This is an optimization exercise on Yosys and OpenROAD, whose aim is small area, not a production implementation.
The RTL was checked by simulation tests, not by an equivalence proof against the original design.
Power and IR drop assume default switching activity.

File: flow/design.v
package riscv_pkg;
    localparam int XLEN   = 32;
    localparam int NREGS  = 32;
    localparam int RIDX_W = $clog2(NREGS);
    typedef logic [RIDX_W-1:0] reg_idx_t;
    typedef logic [XLEN-1:0]   xdata_t;
    localparam reg_idx_t REG_ZERO = '0;
endpackage
module rf_wrhold
#(
    parameter int DWIDTH = riscv_pkg::XLEN
) (
    input  logic              we,
    input  logic              we_n,
    input  logic [DWIDTH-1:0] wdata,
    input  logic [DWIDTH-1:0] q,
    output logic [DWIDTH-1:0] d
);
    assign d = ({DWIDTH{we}} & wdata) | ({DWIDTH{we_n}} & q);
endmodule
module rf_aoi
#(
    parameter int N = 3
) (
    input  logic [N-1:0] sel,
    input  logic [N-1:0] din,
    output logic         y_n
);
    assign y_n = !(|(sel & din));
endmodule
module rf_rdport
#(
    parameter int DWIDTH = riscv_pkg::XLEN,
    parameter int NIN    = riscv_pkg::NREGS
) (
    input  logic [NIN-1:0]             sel,
    input  logic [NIN-1:0][DWIDTH-1:0] din,
    output logic [DWIDTH-1:0]          dout
);
    localparam int NGRP = (NIN + 2) / 3;
    for (genvar b = 0; b < DWIDTH; b++) begin : g_bit
        logic [NIN-1:0]  din_b;
        logic [NGRP-1:0] grp_n;
        for (genvar i = 0; i < NIN; i++) begin : g_in
            assign din_b[i] = din[i][b];
        end
        for (genvar g = 0; g < NGRP; g++) begin : g_grp
            localparam int N = (3*g + 3 <= NIN) ? 3 : NIN - 3*g;
            rf_aoi #(.N(N)) u_aoi (.sel(sel[3*g +: N]), .din(din_b[3*g +: N]), .y_n(grp_n[g]));
        end
        assign dout[b] = !(&grp_n);
    end
endmodule
module regfile_sb
#(
    parameter int DWIDTH = riscv_pkg::XLEN,
    parameter int NREGS  = riscv_pkg::NREGS,
    parameter int AWIDTH = $clog2(NREGS),
    parameter int BYPASS = 1
) (
    input  logic              clk,
    input  logic              rst_n,
    input  logic [AWIDTH-1:0] rs1,
    input  logic [AWIDTH-1:0] rs2,
    output logic [DWIDTH-1:0] porta,
    output logic [DWIDTH-1:0] portb,
    output logic              porta_ready,
    output logic              portb_ready,
    input  logic              issue_en,
    input  logic [AWIDTH-1:0] issue_rd,
    input  logic              RegWen,
    input  logic [AWIDTH-1:0] rd,
    input  logic [DWIDTH-1:0] writedata,
    output logic [NREGS-1:0]  pending
);
    localparam bit FWD = (BYPASS != 0);
    logic [NREGS-1:1][DWIDTH-1:0] regs;      
    logic [NREGS-1:1][DWIDTH-1:0] regs_nxt;  
    logic [NREGS-1:1]             vld;       
    logic [NREGS-1:1]             vld_nxt;
    logic [NREGS-1:1]             we;        
    logic [NREGS-1:1]             sel_a, sel_b;
    logic [NREGS-1:1][DWIDTH-1:0] rdin;
    logic [NREGS-1:1]             pend_q;
    function automatic logic [NREGS-1:0] dec5(input logic [AWIDTH-1:0] a, input logic en);
        logic [3:0] hi;
        logic [7:0] lo;
        hi = 4'(en) << a[4:3];
        lo = 8'(1) << a[2:0];
        for (int i = 0; i < NREGS; i++) begin
            dec5[i] = hi[i >> 3] && lo[i & 7];
        end
    endfunction
    logic [NREGS-1:0] dec_w, dec_a, dec_b;
    assign dec_w = dec5(rd, RegWen);
    assign dec_a = dec5(rs1, 1'b1);
    assign dec_b = dec5(rs2, 1'b1);
    assign we    = dec_w[NREGS-1:1];
    for (genvar i = 1; i < NREGS; i++) begin : g_word
        for (genvar h = 0; h < DWIDTH; h++) begin : g_bit
            rf_wrhold #(.DWIDTH(1)) u_hold (
                .we    (we[i]),
                .we_n  (!we[i]),
                .wdata (writedata[h]),
                .q     (regs[i][h]),
                .d     (regs_nxt[i][h])
            );
        end
    end
    always_ff @(posedge clk) begin
        regs <= regs_nxt;
    end
    assign vld_nxt = vld | we;
    always_ff @(posedge clk or negedge rst_n) begin
        if (!rst_n) begin
            vld <= '0;
        end else begin
            vld <= vld_nxt;
        end
    end
    always_ff @(posedge clk or negedge rst_n) begin
        if (!rst_n) begin
            pend_q <= '0;
        end else begin
            for (int i = 1; i < NREGS; i++) begin
                if (issue_en && issue_rd == AWIDTH'(i)) begin
                    pend_q[i] <= 1'b1;
                end else if (we[i]) begin
                    pend_q[i] <= 1'b0;
                end
            end
        end
    end
    assign pending = {pend_q, 1'b0};
    always_comb begin
        for (int i = 1; i < NREGS; i++) begin
            sel_a[i] = dec_a[i] && (FWD ? vld_nxt[i] : vld[i]);
            sel_b[i] = dec_b[i] && (FWD ? vld_nxt[i] : vld[i]);
            rdin[i]  = FWD ? regs_nxt[i] : regs[i];
        end
    end
    rf_rdport #(.DWIDTH(DWIDTH), .NIN(NREGS-1)) u_rda (.sel(sel_a), .din(rdin), .dout(porta));
    rf_rdport #(.DWIDTH(DWIDTH), .NIN(NREGS-1)) u_rdb (.sel(sel_b), .din(rdin), .dout(portb));
    assign porta_ready = (rs1 == '0) || !pending[rs1] || (FWD && RegWen && (rd == rs1));
    assign portb_ready = (rs2 == '0) || !pending[rs2] || (FWD && RegWen && (rd == rs2));
endmodule
File: flow/flow/run.sh
#!/bin/bash
# Standard ORFS layout (standard.sh, synthesis unchanged) with two layout choices:
#  - ports are buffered with a small plain buffer instead of the resizer's default pick;
#  - CTS uses clkbuf_8 leaves over larger sink clusters and no dummy balancing loads.
set -euo pipefail
CTS="-sink_clustering_enable -repair_clock_nets -dont_use_dummy_load"
CTS="$CTS -buf_list sky130_fd_sc_hd__clkbuf_8 -sink_clustering_size 14 -sink_clustering_max_diameter 100"
bash standard.sh \
    "BUFFER_PORTS_ARGS=-buffer_cell sky130_fd_sc_hd__buf_1" \
    "CTS_ARGS=$CTS" \
    finish > standard_flow.log 2>&1
File: flow/standard.sh
#!/bin/bash
# synth_recipe.tcl (not shown) runs the flow's synth.tcl, then flattens the netlist and writes it again
# the make line also repeats each setting of config.mk as NAME=value (left out here)
make -C /OpenROAD-flow-scripts/flow DESIGN_CONFIG=/design/flow/config.mk WORK_HOME=/design/flow/orfs CLKGATE_MAP_FILE= SYNTH_SCRIPT=/design/flow/synth_recipe.tcl "${@:-finish}"
File: flow/config.mk
export PLATFORM = sky130hd
export DESIGN_NAME = regfile_sb
export DESIGN_NICKNAME = regfile_sb
export VERILOG_FILES = /design/flow/design.v
export SDC_FILE = /design/flow/constraint.sdc
export NUM_CORES = 4
export LEC_CHECK = 0
export CAP_MARGIN = 20
export CORE_MARGIN = 2
export CORE_UTILIZATION = 40
export PLACE_DENSITY = 0.6
export SLEW_MARGIN = 20
export SYNTH_HIERARCHICAL = 1
File: flow/constraint.sdc
create_clock -name core_clock -period 7.0 [get_ports {clk}]
set_input_delay 1.4000 -clock core_clock [delete_from_list [all_inputs] [get_ports {clk}]]
set_output_delay 1.4000 -clock core_clock [all_outputs]
set_load 0.01 [all_outputs]
==> notes.md <==
## registers in the layout, indices dropped and copies added, names as in the netlist
register,cells
pend_q,31
regs,992
vld,31
## power breakdown
part,total [W],switching (W),internal [W]
clock network,0.00317,0.00208,0.00109
logic,0.00268,0.00163,0.00106
registers,0.00754,0.000353,0.00718
## cells by family after synthesis
kind of cell | after synthesis | synth area share (%)
other | 1 | 0.00925
buffers and inverters | 97 | 1.05
flip-flops | 1054 | 52.8
XOR/XNOR | 10 | 0.216
AO/OA/AOI/OAI | 1685 | 38.3
multiplexers | 16 | 0.685
AND/OR/NAND/NOR | 534 | 6.93
## cells in the mapped netlist (5+ instances only)
cell type and n:
sky130_fd_sc_hd__nor2_1 46, sky130_fd_sc_hd__nand2_1 113, sky130_fd_sc_hd__o2bb2ai_1 9, sky130_fd_sc_hd__nand2b_1 8, sky130_fd_sc_hd__nor4_1 14, sky130_fd_sc_hd__inv_1 65, sky130_fd_sc_hd__dfrtp_1 62, sky130_fd_sc_hd__nor3_1 61
sky130_fd_sc_hd__nand4_1 129, sky130_fd_sc_hd__xor2_1 8, sky130_fd_sc_hd__nor2b_1 7, sky130_fd_sc_hd__buf_2 14, sky130_fd_sc_hd__nand3_1 78, sky130_fd_sc_hd__mux2i_1 6, sky130_fd_sc_hd__dfxtp_1 992, sky130_fd_sc_hd__a222oi_1 640
sky130_fd_sc_hd__or3_1 64, sky130_fd_sc_hd__a21oi_1 6, sky130_fd_sc_hd__a32o_1 8, sky130_fd_sc_hd__a22o_1 1003, sky130_fd_sc_hd__o32ai_1 5
## layout make-up
| cell class | instances | area, um2 | area share, % |
|---|---|---|---|
| Sequential cell | 1054 | 21400 | 46.9 |
| Multi-Input combinational cell | 2246 | 19200 | 42.0 |
| Timing Repair Buffer | 332 | 1950 | 4.27 |
| Tap cell | 1357 | 1700 | 3.72 |
| Clock buffer | 85 | 1170 | 2.56 |
| Inverter | 69 | 259 | 0.567 |
| Antenna cell | 5 | 12.5 | 0.0274 |
## worst paths after layout
check                      slack [ns]         startpoint  depth (start not counted)                endpoint
setup / recovery                 0.38              rd[2]                         12               porta[28]
min in group asynchronous        0.81              rst_n                          2  pend_q[23]$_DFFE_PN0P_
setup reg to reg                 6.08  vld[10]$_DFF_PN0_                          2       vld[10]$_DFF_PN0_
hold reg to reg                  0.49  vld[18]$_DFF_PN0_                          2       vld[18]$_DFF_PN0_
max in group asynchronous        5.54              rst_n                          2        vld[1]$_DFF_PN0_
hold / removal                   0.49  vld[18]$_DFF_PN0_                          2       vld[18]$_DFF_PN0_
## stage by stage
step	util, %	worst slack (ns)
2_1_floorplan	-	-0.221
3_3_place_gp	44.4	0.658
3_5_place_dp	44.4	0.627
4_1_cts	45.5	0.614
5_1_grt	45.6	0.279
6_report	45.6	0.381
## worst max-delay path, cell delays in order
cell	delay, ns
sky130_fd_sc_hd__buf_1	0.33
sky130_fd_sc_hd__nand2b_1	0.13
sky130_fd_sc_hd__nor2_1	0.43
sky130_fd_sc_hd__nand2_2	0.11
sky130_fd_sc_hd__inv_1	0.88
sky130_fd_sc_hd__nor2_1	0.25
sky130_fd_sc_hd__nor3_2	0.23
sky130_fd_sc_hd__buf_4	0.57
sky130_fd_sc_hd__a222oi_1	0.17
sky130_fd_sc_hd__nand3_1	0.22
sky130_fd_sc_hd__or3_1	0.26
sky130_fd_sc_hd__buf_1	0.19
## routing by layer
layer,GRT usage [%],part of all wire (%)
met1,47.0,38
met2,50.7,40
met3,14.3,15
met4,24.3,7.2
met5,1.06,0.097
==> impl_metrics.sql <==
INSERT INTO impl_metrics (metric_group, metric, value, unit) VALUES
('cts', 'cts_inserted_buffers', '85', ''),
('floorplanning', 'die_x', '322', 'um'),
('place', 'numPlacedInstances', '5057', ''),
('timing', 'fmaxAchievable', '0.151', 'GHz'),
('cts', 'cts.hold.buffers_added', '0', ''),
('run_status', 'status', 'finished clean', ''),
('finish', 'final_common_cell', 'sky130_fd_sc_hd__a22o_1', ''),
('timing', 'slew_viol_final', '0', ''),
('power', 'worst_ir_drop_vdd', '151', 'uV'),
('yosys', 'ys.warnings.count', '7', ''),
('timing', 'hold_viol', '0', ''),
('yosys', 'most_used_flip_flop_cell_after_synthesis', 'sky130_fd_sc_hd__dfxtp_1', ''),
('cts', 'cts_tree', 'yes', ''),
('global_route', 'grt_first_pass_wirelength', '278', 'mm'),
('setup_path', 'cp.required', '5.60', 'ns'),
('yosys', 'synth_edf_count', '0', ''),
('yosys', 'synthesis.area', '40500', 'um2'),
('detailed_routing', 'antenna_left', '0', ''),
('yosys', 'ys_types', '52', ''),
('cts', 'post_cts.resized_instances', '0', ''),
('place', 'io_buffers', '152', ''),
('cts', 'ctsRootBufferMaster', 'sky130_fd_sc_hd__clkbuf_8', ''),
('detailed_routing', 'totalWireLength', '200', 'mm'),
('yosys', 'synth.yosys.seq_area_share', '52.8', '%'),
('timing', 'layout_worst_path_cycle_share', '94.6', '%'),
('global_route', 'initial_antenna_violation_count', '12', ''),
('floorplanning', 'initial_utilization', '40.4', '%'),
('cts', 'clockBufferDepth', '3', ''),
('cts', 'clk-insertion-delay-late', '0.79', 'ns'),
('yosys', 'number_of_cells_produced_by_synthesis', '3397', ''),
('yosys', 'syn_nets', '3453', ''),
('global_route', 'grt_max_degree', '63', ''),
('floorplanning', 'placement_rows', '116', ''),
('timing', 'setup_viol_count_final', '0', ''),
('finish', 'final_area', '45700', 'um2'),
('floorplanning', 'die_h', '322', 'um'),
('setup_path', 'startpoint_type_of_the_worst_setup_path', 'input pin', ''),
('detailed_routing', 'first_iter_violations', '8774', ''),
('cts', 'tritoncts_num_sinks', '1054', ''),
('cts', 'ctsHtreeMaxLevel', '3', ''),
('detailed_routing', 'via_cell_ratio', '7.83', ''),
('power', 'leakagePower', '18.3', 'nW'),
('global_route', 'grt.total_usage', '36.7', '%'),
('cts', 'clock_pin_slew_on_the_worst_setup_and_hold_paths', '0.09', 'ns'),
('setup_path', 'end_kind', 'output pin', ''),
('place', 'dpl_cell_area', '44500', 'um2'),
('yosys', 'fraction_of_synthesized_cell_area_taken_by_the_top_area_cell_type', '49.0', '%'),
('yosys', 'post_synth.cell_area_avg', '11.9', 'um2'),
('finish', 'areaGrowthSynthToFinish', '12.7', '%'),
('global_route', 'first_global_vias', '37600', ''),
('place', 'post-dp-hpwl', '113', 'mm'),
('detailed_routing', 'post_drt_wl_per_cell', '38.9', 'um'),
('setup_path', 'worst-setup-path-type', 'in -> out', ''),
('min_path', 'hold_path_class', 'reg -> reg', ''),
('setup_path', 'timing.critical_path.fanout_max', '32', ''),
('place', 'gp_routability_congestion', '0.914', ''),
('run', 'max_cap_violations', '0', ''),
('timing', 'rsz0062_at_grt', 'false', ''),
('finish', 'nNetsFinal', '3844', ''),
('floorplanning', 'core_area', '100000', 'um2'),
('power', 'power-per-cell-area', '293', 'nW/um2'),
('timing', 'finalWorstPathRequiredPeriod', '6.62', 'ns'),
('global_route', 'globalRoute.totalOverflow', '0', ''),
('setup_path', 'cp.arrival', '5.22', 'ns'),
('detailed_routing', 'post-route-drc-count', '0', ''),
('detailed_routing', 'number_of_vias_after_detailed_routing', '40300', ''),
('timing', 'worst_clock_skew_on_the_final_layout', '0', 'ns'),
('timing', 'finalHoldWorstSlack', '0.487', 'ns'),
('finish', 'finish.cell_count_without_fillers', '5148', ''),
('finish', 'most-common-layout-cells', 'sky130_fd_sc_hd__a22o_1, sky130_fd_sc_hd__dfxtp_1, sky130_fd_sc_hd__a222oi_1', ''),
('yosys', 'cells_taking_the_most_area_after_synthesis', 'sky130_fd_sc_hd__dfxtp_1, sky130_fd_sc_hd__a22o_1, sky130_fd_sc_hd__a222oi_1', '');

static timing again, ports no longer ideal:
No port has a modelled driver above. Below, the same layout with a new extraction and two added sets of constraints. Step 1 (the two cells are an assumption about what drives the block):
set clk [get_ports {clk}]
set_driving_cell -lib_cell sky130_fd_sc_hd__clkbuf_16 $clk
set_driving_cell -lib_cell sky130_fd_sc_hd__buf_2 [delete_from_list [all_inputs] $clk]
Step 2, shift: input delay + t, output delay - t, t = (earliest + latest rising clock arrival at the registers) / 2. This alone moves slack from input paths to output paths. a / b / c = no drivers / after step 1 / after step 2; a / b = the first two.
shift t [ns]: 0.838
setup slack, ns: 0.381 / 0.360 / 0.360
clock arrival spread, ns: 0.102 / 0.102
cell pins on the clock port's net: 1
After both steps setup and hold are still met in this run. For this run, drivers alone change the setup slack by -0.021 ns; drivers and shift together by -0.021 ns.
